Source: an optimization exercise on an open RTL-to-GDS flow (aim: small area and a short achievable clock period). Production flows keep margins and buffers that such runs may drop.
In this exercise RTL edits were held to simulation tests only and were not proved equivalent to the original.
Power and IR drop assume default switching activity.

// dp_ram_top
module dp_ram_top (
  input  logic       clk,
  input  logic       rst,
  input  logic       wr_en,
  input  logic [7:0] wr_addr,
  input  logic [7:0] data_in,
  input  logic       rd_en,
  input  logic [7:0] rd_addr,
  output logic [7:0] data_out,
  output logic       rd_valid,
  output logic       init_busy,
  output logic       addr_err
);
  dp_ram_param #(
    .DATA_W (8),
    .ADDR_W (8),
    .DEPTH  (200)
  ) u_ram (
    .clk       (clk),
    .rst       (rst),
    .wr_en     (wr_en),
    .wr_addr   (wr_addr),
    .data_in   (data_in),
    .rd_en     (rd_en),
    .rd_addr   (rd_addr),
    .data_out  (data_out),
    .rd_valid  (rd_valid),
    .init_busy (init_busy),
    .addr_err  (addr_err)
  );
endmodule
For scale: roughly 5600 cells after synthesis, ~1600 flip-flops, about 39 I/O pins, about 60000 µm² of cells after synthesis.
==> flow/config.mk <==
export PLATFORM = sky130hd
export DESIGN_NAME = dp_ram_top
export DESIGN_NICKNAME = dp_ram_top
export VERILOG_FILES = /design/flow/design.v
export SDC_FILE = /design/flow/constraint.sdc
export NUM_CORES = 4
export LEC_CHECK = 0
export CAP_MARGIN = 20
export CORE_MARGIN = 2
export CORE_UTILIZATION = 40
export SETUP_SLACK_MARGIN = 2.5
export SLEW_MARGIN = 20
export SYNTH_HIERARCHICAL = 1
export SYNTH_MINIMUM_KEEP_SIZE = 0
==> flow/constraint.sdc <==
create_clock -name core_clock -period 5.0 [get_ports {clk}]
set_input_delay 1.0000 -clock core_clock [delete_from_list [all_inputs] [get_ports {clk}]]
set_output_delay 1.0000 -clock core_clock [all_outputs]
set_load 0.01 [all_outputs]
standard.sh (not shown) runs the stock make flow with config.mk's settings and CLKGATE_MAP_FILE= SYNTH_SCRIPT=/design/flow/synth_recipe.tcl, a recipe that flattens the netlist after the stock synthesis.
==> flow/flow/run.sh <==
#!/bin/bash
# Standard layout, with a clock tree of larger sink clusters and no dummy loads.
set -euo pipefail
export CTS_ARGS="-sink_clustering_enable -repair_clock_nets -dont_use_dummy_load -sink_clustering_size 24 -sink_clustering_max_diameter 100 -buf_list sky130_fd_sc_hd__clkbuf_16"
bash standard.sh > standard.log 2>&1
Next try:
--- a/flow/design.v
+++ b/flow/design.v
@@ -148,26 +148,39 @@
   output logic [WIDTH-1:0]  dout_d
 );
   logic [WIDTH-1:0] mem [DEPTH];
   logic [WIDTH-1:0] mem_d [DEPTH];
   logic [WIDTH-1:0] wdata_c;
   logic [DEPTH-1:0] wen, wen_n;
-  logic [DEPTH-1:0] rsel, rsel_n;
+  logic [DEPTH-1:0] rsel_n;
   logic [100*WIDTH-1:0] t0;
   logic [50*WIDTH-1:0] t1;
   logic [13*WIDTH-1:0] t2;
   logic [7*WIDTH-1:0] t3;
   logic [3*WIDTH-1:0] t4;
   assign wdata_c = clr ? '0 : wdata;
+  localparam int unsigned NLO = 16;
+  localparam int unsigned NHI = (DEPTH + NLO - 1) / NLO;
+  logic [NLO-1:0] wlo, wlo_n, rlo;
+  logic [NHI-1:0] whi, whi_n, rhi;
   always_comb begin
-    for (int i = 0; i < DEPTH; i++) begin
-      wen[i]    = clr | (we & (waddr == ADDR_W'(i)));
-      wen_n[i]  = ~wen[i];
-      rsel[i]   = (raddr == ADDR_W'(i));
-      rsel_n[i] = ~rsel[i];
+    for (int j = 0; j < NLO; j++) begin
+      wlo[j]   = clr | (we & (waddr[3:0] == 4'(j)));
+      wlo_n[j] = ~wlo[j];
+      rlo[j]   = (raddr[3:0] == 4'(j));
     end
+    for (int k = 0; k < NHI; k++) begin
+      whi[k]   = clr | (waddr[ADDR_W-1:4] == (ADDR_W-4)'(k));
+      whi_n[k] = ~whi[k];
+      rhi[k]   = (raddr[ADDR_W-1:4] == (ADDR_W-4)'(k));
+    end
+  end
+  for (genvar i = 0; i < DEPTH; i++) begin : g_dec
+    dp_ram_nor2  u_wen   (.a({wlo_n[i % NLO], whi_n[i / NLO]}), .y(wen[i]));
+    dp_ram_nand2 u_wen_n (.a({wlo[i % NLO], whi[i / NLO]}), .y(wen_n[i]));
+    dp_ram_nand2 u_rsel  (.a({rlo[i % NLO], rhi[i / NLO]}), .y(rsel_n[i]));
   end
   for (genvar i = 0; i < DEPTH; i++) begin : g_word
     for (genvar b = 0; b < WIDTH; b++) begin : g_bit
       dp_ram_bitsel u_sel (
         .en   (wen[i]),
         .en_n (wen_n[i]),
What happened: Die area came out lower by 4.0%; flip-flop and latch count stays the same; non-clock buffer count came out lower by 51; combinational power came out lower by 43%; worst setup slack improved by 0.14 ns; final area came out lower by 4.7%; routed wire length came out higher by about 0.3%; sequential power hardly moves; total power came out lower by about 2.2%.

---

## wip/juniper
RTL: one of the versions met above, not the one the previous note started from.
For scale: roughly 1600 flip-flops, roughly 39 I/O pins, about 0.058 mm2 of cells after synthesis.
==> flow/design.v (excerpt) <==
module dp_ram_top (
  input  logic       clk,
  input  logic       rst,
  input  logic       wr_en,
  input  logic [7:0] wr_addr,
  input  logic [7:0] data_in,
  input  logic       rd_en,
  input  logic [7:0] rd_addr,
  output logic [7:0] data_out,
  output logic       rd_valid,
  output logic       init_busy,
  output logic       addr_err
);
==> flow/config.mk <==
export PLATFORM = sky130hd
export DESIGN_NAME = dp_ram_top
export DESIGN_NICKNAME = dp_ram_top
export VERILOG_FILES = /design/flow/design.v
export SDC_FILE = /design/flow/constraint.sdc
export NUM_CORES = 4
export LEC_CHECK = 0
export CAP_MARGIN = 20
export CORE_MARGIN = 2
export CORE_UTILIZATION = 40
export SETUP_SLACK_MARGIN = 2.5
export SLEW_MARGIN = 20
export SYNTH_HIERARCHICAL = 1
export SYNTH_MINIMUM_KEEP_SIZE = 0
==> flow/constraint.sdc <==
create_clock -name core_clock -period 5.0 [get_ports {clk}]
set_input_delay 1.0000 -clock core_clock [delete_from_list [all_inputs] [get_ports {clk}]]
set_output_delay 1.0000 -clock core_clock [all_outputs]
set_load 0.01 [all_outputs]
==> flow/flow/run.sh <==
#!/bin/bash
# Standard layout with two changes: port buffers are buf_4 (instead of the
# delay-cell buffers buffer_ports picks by default), and the clock tree uses
# larger sink clusters of clkbuf_16 with no dummy loads.
set -euo pipefail
export BUFFER_PORTS_ARGS="-buffer_cell sky130_fd_sc_hd__buf_4"
export CTS_ARGS="-sink_clustering_enable -repair_clock_nets -dont_use_dummy_load -sink_clustering_size 24 -sink_clustering_max_diameter 100 -buf_list sky130_fd_sc_hd__clkbuf_16"
bash standard.sh > standard.log 2>&1
Modified inputs, wip/tundra compared to wip/juniper
--- a/flow/design.v
+++ b/flow/design.v
@@ -149,18 +149,20 @@
 );
   logic [WIDTH-1:0] mem [DEPTH];
   logic [WIDTH-1:0] mem_d [DEPTH];
   logic [WIDTH-1:0] wdata_c;
   logic [DEPTH-1:0] wen, wen_n;
   logic [DEPTH-1:0] rsel_n;
+  logic             s_mem_n;
   logic [100*WIDTH-1:0] t0;
   logic [50*WIDTH-1:0] t1;
   logic [13*WIDTH-1:0] t2;
   logic [7*WIDTH-1:0] t3;
-  logic [3*WIDTH-1:0] t4;
+  logic [2*WIDTH-1:0] t4;
   assign wdata_c = clr ? '0 : wdata;
+  assign s_mem_n = ~s_mem;
   localparam int unsigned NLO = 16;
   localparam int unsigned NHI = (DEPTH + NLO - 1) / NLO;
   logic [NLO-1:0] wlo, wlo_n, rlo;
   logic [NHI-1:0] whi, whi_n, rhi;
   always_comb begin
     for (int j = 0; j < NLO; j++) begin
@@ -363,16 +365,15 @@
     dp_ram_nor2 u_l3_1 (.a(t2[b*13+2 +: 2]), .y(t3[b*7+1]));
     dp_ram_nor2 u_l3_2 (.a(t2[b*13+4 +: 2]), .y(t3[b*7+2]));
     dp_ram_nor2 u_l3_3 (.a(t2[b*13+6 +: 2]), .y(t3[b*7+3]));
     dp_ram_nor2 u_l3_4 (.a(t2[b*13+8 +: 2]), .y(t3[b*7+4]));
     dp_ram_nor2 u_l3_5 (.a(t2[b*13+10 +: 2]), .y(t3[b*7+5]));
     dp_ram_nor1 u_l3_6 (.a(t2[b*13+12 +: 1]), .y(t3[b*7+6]));
-    dp_ram_nand4 u_l4_0 (.a({s_mem, t3[b*7+0 +: 3]}), .y(t4[b*3+0]));
-    dp_ram_nand3 u_l4_1 (.a({s_mem, t3[b*7+3 +: 2]}), .y(t4[b*3+1]));
-    dp_ram_nand3 u_l4_2 (.a({s_mem, t3[b*7+5 +: 2]}), .y(t4[b*3+2]));
-    dp_ram_oai31 u_out (.a(t4[b*3 +: 3]), .b(x_n[b]), .y(dout_d[b]));
+    dp_ram_nand4 u_l4_0 (.a(t3[b*7+0 +: 4]), .y(t4[b*2+0]));
+    dp_ram_nand3 u_l4_1 (.a(t3[b*7+4 +: 3]), .y(t4[b*2+1]));
+    dp_ram_oai31 u_out (.a({s_mem_n, t4[b*2 +: 2]}), .b(x_n[b]), .y(dout_d[b]));
   end
 endmodule
 module dp_ram_param #(
   parameter int unsigned DATA_W = dp_ram_pkg::DEF_DATA_W,
   parameter int unsigned ADDR_W = dp_ram_pkg::DEF_ADDR_W,
   parameter int unsigned DEPTH  = dp_ram_pkg::DEF_DEPTH
## What came out
wip/juniper → wip/tundra: detailed placer's ending HPWL lower; power share of the combinational group grew by 0.3 points; synthesized cell count was more or less identical; setup slack down 0.045 ns; xor-xnor portion of the synthesized cell area now sits at about the same level. nand4_1 as the cell with the largest stage delay on the worst path was reported by wip/juniper, and o31ai_2 by wip/tundra. Going from wip/juniper to wip/tundra, critical path depth shrank by 2; core footprint barely changed; sequential share of layout area saw little to no change; maximum level of the CTS H-tree level; smallest hold slack now smaller. Against wip/juniper, wip/tundra comes in 0.33% lower on net count of the finished layout. Between wip/juniper and wip/tundra, the clock-cell share of area does not differ in any meaningful way.

## separate check: timing with driven ports
How much do the figures lean on ideal ports? The routed layouts below were timed once more, with nothing changed but the port constraints.
Step 1: set_driving_cell puts a clkbuf_16 on clk and a buf_2 on each other input, an assumption about the parent block.
Step 2, shift: input delay + t, output delay - t, t = (earliest + latest rising clock arrival at the registers) / 2. This alone moves slack from input paths to output paths.
Slacks: ideal / step 1 / step 2; pairs: ideal / step 1.
run	t (ns)	setup WS [ns]	worst hold slack (ns)	latest minus earliest clock arrival (ns)	worst register clock-pin slew, ns
the first run of note 1	0.779	2.140 / 2.169 / 1.389	0.475 / 0.475 / 0.475	0.097 / 0.097	0.10 / 0.10
the second run of note 1	0.777	2.279 / 2.308 / 1.531	0.476 / 0.476 / 0.476	0.060 / 0.060	0.11 / 0.11
wip/juniper	0.783	2.320 / 2.335 / 1.552	0.478 / 0.478 / 0.478	0.059 / 0.060	0.10 / 0.10
wip/tundra	0.778	2.274 / 2.283 / 1.504	0.471 / 0.471 / 0.471	0.049 / 0.049	0.10 / 0.10
After both steps setup and hold are still met in every run listed. The setup slack of wip/tundra, which loses most, moves by +0.009 ns with the drivers and by -0.770 ns with both steps.
